From an optimization exercise on the open Yosys and OpenROAD flow, aimed at small area; shortcuts taken in it are not production practice.
The RTL was checked by simulation tests, not by an equivalence proof against the original design.

## run A
// caravel_mem_selftest
module caravel_mem_selftest #(
   parameter int ADDR_W = 6,
   parameter int HOLD   = 4
) (
   input  logic        clock,
   input  logic        reset,
   input  logic        start,
   input  logic        inject_fault,
   input  logic        upset_en,
   input  logic [ADDR_W-1:0] upset_addr,
   input  logic [4:0]  upset_bit,
   output logic [15:0] checkbits,
   output logic        done,
   output logic        pass
);
   localparam int N     = 2 ** ADDR_W;
   localparam int CNT_W = ADDR_W + 3;
   logic ph_w_q, ph_h_q, ph_b_q;    
   logic fin_q;                     
   logic ok_q;                      
   logic rd_q;                      
   logic [CNT_W-1:0] cnt_q;
   logic up_q, b0_q;                
   logic act, wr, rdst, mismatch, last_wr, last_rd, hold_end;
   assign act      = ph_w_q | ph_h_q | ph_b_q;
   assign wr       = act & ~fin_q & ~rd_q;
   assign rdst     = act & ~fin_q & rd_q;
   assign mismatch = up_q | (b0_q ^ inject_fault);
   assign last_wr  = ph_w_q ? (cnt_q[ADDR_W-1:0] == '1) :
                     ph_h_q ? (cnt_q[ADDR_W:0] == '1) : (cnt_q[ADDR_W+1:0] == '1);
   assign last_rd  = ph_w_q ? cnt_q[ADDR_W] : ph_h_q ? cnt_q[ADDR_W+1] : cnt_q[ADDR_W+2];
   assign hold_end = (cnt_q[1:0] == 2'(HOLD - 1));
   always_ff @(posedge clock) begin
      if (reset) begin
         ph_w_q <= 1'b0;
         ph_h_q <= 1'b0;
         ph_b_q <= 1'b0;
         fin_q  <= 1'b0;
         ok_q   <= 1'b0;
         rd_q   <= 1'b0;
         cnt_q  <= '0;
      end else if (!act) begin
         cnt_q <= '0;
         if (start) ph_w_q <= 1'b1;
      end else if (wr) begin
         if (last_wr) begin
            rd_q  <= 1'b1;
            cnt_q <= '0;
         end else begin
            cnt_q <= cnt_q + CNT_W'(1);
         end
      end else if (rdst) begin
  ...
For scale: ~7000 cells after synthesis, ~2100 flip-flops, ~34 I/O pins, roughly 0.078 mm2 of cells after synthesis.
make LEC_CHECK=0 CAP_MARGIN=20 CORE_MARGIN=2 CORE_UTILIZATION=45 CTS_BUF_LIST=sky130_fd_sc_hd__clkbuf_8 CTS_CLUSTER_DIAMETER=60 CTS_CLUSTER_SIZE=16 PLACE_DENSITY=0.55 SLEW_MARGIN=20 SYNTH_HIERARCHICAL=1 SYNTH_MINIMUM_KEEP_SIZE=0 finish   # period 10.0 ns
run.sh (not shown) runs the stock make flow with config.mk's settings and CLKGATE_MAP_FILE= SYNTH_SCRIPT=/design/flow/synth_recipe.tcl, a recipe that flattens the netlist after the stock synthesis.
Input changes introduced in run B (baseline for comparison: run A):
Settings: swapping 0.55 for 0.7 in PLACE_DENSITY.
==> flow/flow/run.sh (new file) <==
#!/bin/bash
set -euo pipefail
export CTS_ARGS="-sink_clustering_enable -repair_clock_nets -sink_clustering_size 16 -sink_clustering_max_diameter 60 -buf_list sky130_fd_sc_hd__clkbuf_8 -dont_use_dummy_load"
bash standard.sh > standard_flow.log 2>&1
==> flow/standard.sh (new file) <==
#!/bin/bash
# synth_recipe.tcl (not shown) runs the flow's synth.tcl, then flattens the netlist and writes it again
# the make line also repeats each setting of config.mk as NAME=value (left out here)
make -C /OpenROAD-flow-scripts/flow DESIGN_CONFIG=/design/flow/config.mk WORK_HOME=/design/flow/orfs CLKGATE_MAP_FILE= SYNTH_SCRIPT=/design/flow/synth_recipe.tcl "${@:-finish}"
removed: flow/run.sh
## What came out
- Run B packs its core more loosely than run A.
- Compared with run A, run B shows final weighted congestion in routability-driven placement that has gone up by a few percent.
- Worst setup path startpoint = upset_addr[3]: run A; worst setup path startpoint = upset_addr[4]: run B
- As far as area occupied by multi-input gates is concerned, run B and run A perform about the same.
For run C, these inputs were changed with respect to run B:
Settings: CTS_CLUSTER_DIAMETER changed from 60 to 70.
==> flow/flow/run.sh <==
#!/bin/bash
set -euo pipefail
export CTS_ARGS="-sink_clustering_enable -repair_clock_nets -sink_clustering_size 16 -sink_clustering_max_diameter 70 -buf_list sky130_fd_sc_hd__clkbuf_8 -dont_use_dummy_load"
bash standard.sh > standard_flow.log 2>&1
==> summary.txt <==
- Run C finished end to end and its layout was clean on timing, DRC and antenna.
- The total track usage was comparable across run B and run C.
- Run C -> run B: complex-gate fraction of the synthesized area flat
- Comparing run C against run B, there is no change at all in portion of the post-synthesis area used by sequential elements.
- | wire length | run B vs run C | ≈ equal |
- Compared with run B, run C degrades final critical-path setup slack.
What run D does differently from run C at the input level:
Settings: a change of PLACE_DENSITY from 0.7 to 0.55; a change of CTS_CLUSTER_DIAMETER from 70 to 60.
==> flow/flow/run.sh <==
#!/bin/bash
set -euo pipefail
export CTS_ARGS="-sink_clustering_enable -repair_clock_nets -sink_clustering_size 16 -sink_clustering_max_diameter 60 -buf_list sky130_fd_sc_hd__clkbuf_8 -dont_use_dummy_load"
bash standard.sh > standard_flow.log 2>&1
Findings:
- Run D completed every stage of the flow, and the final layout passed the timing, DRC and antenna checks.
- Re detailed placer's ending HPWL: run C and run D aren't equal, and the higher value belongs to run D.
- In run D, met3 layer usage reported by global route is lower than in run C.
- Post-route clock period utilization: run C and run D compared, lower one is run D
- Fraction of layout cells with a size suffix above 1 (lower): run C
- Setup slack ends up higher on run D.
- As of run D, final weighted congestion of routability-driven global placement had fallen by a few percent compared to run C.

[re-timing with driven ports]
In the flow no input, the clock included, has a driving cell. The finished layouts below were timed again as built, in two steps. Step 1, drivers: a clkbuf_16 drives clock and a buf_2 each remaining input, both assumed. Step 2 moves the port delays by t, midway between the first and last clock arrival at a register: inputs arrive t later, outputs are due t later. That takes back most of the time a late clock gives input paths. a / b / c = no drivers / after step 1 / after step 2; a / b = the first two.
run | t (ns) | setup slack, ns | worst setup path at the end | clock arrival spread, ns
run A | 1.095 | 2.477 / 2.538 / 1.442 | input to register | 0.072 / 0.071
run B | 1.028 | 2.130 / 2.165 / 1.137 | input to register | 0.124 / 0.124
run C | 0.996 | 2.055 / 2.097 / 1.101 | input to register | 0.143 / 0.143
run D | 1.084 | 2.487 / 2.550 / 1.466 | input to register | 0.114 / 0.114
After both steps setup and hold are still met in every run listed. For run A, which loses most, drivers alone change the setup slack by +0.061 ns; drivers and shift together by -1.035 ns.
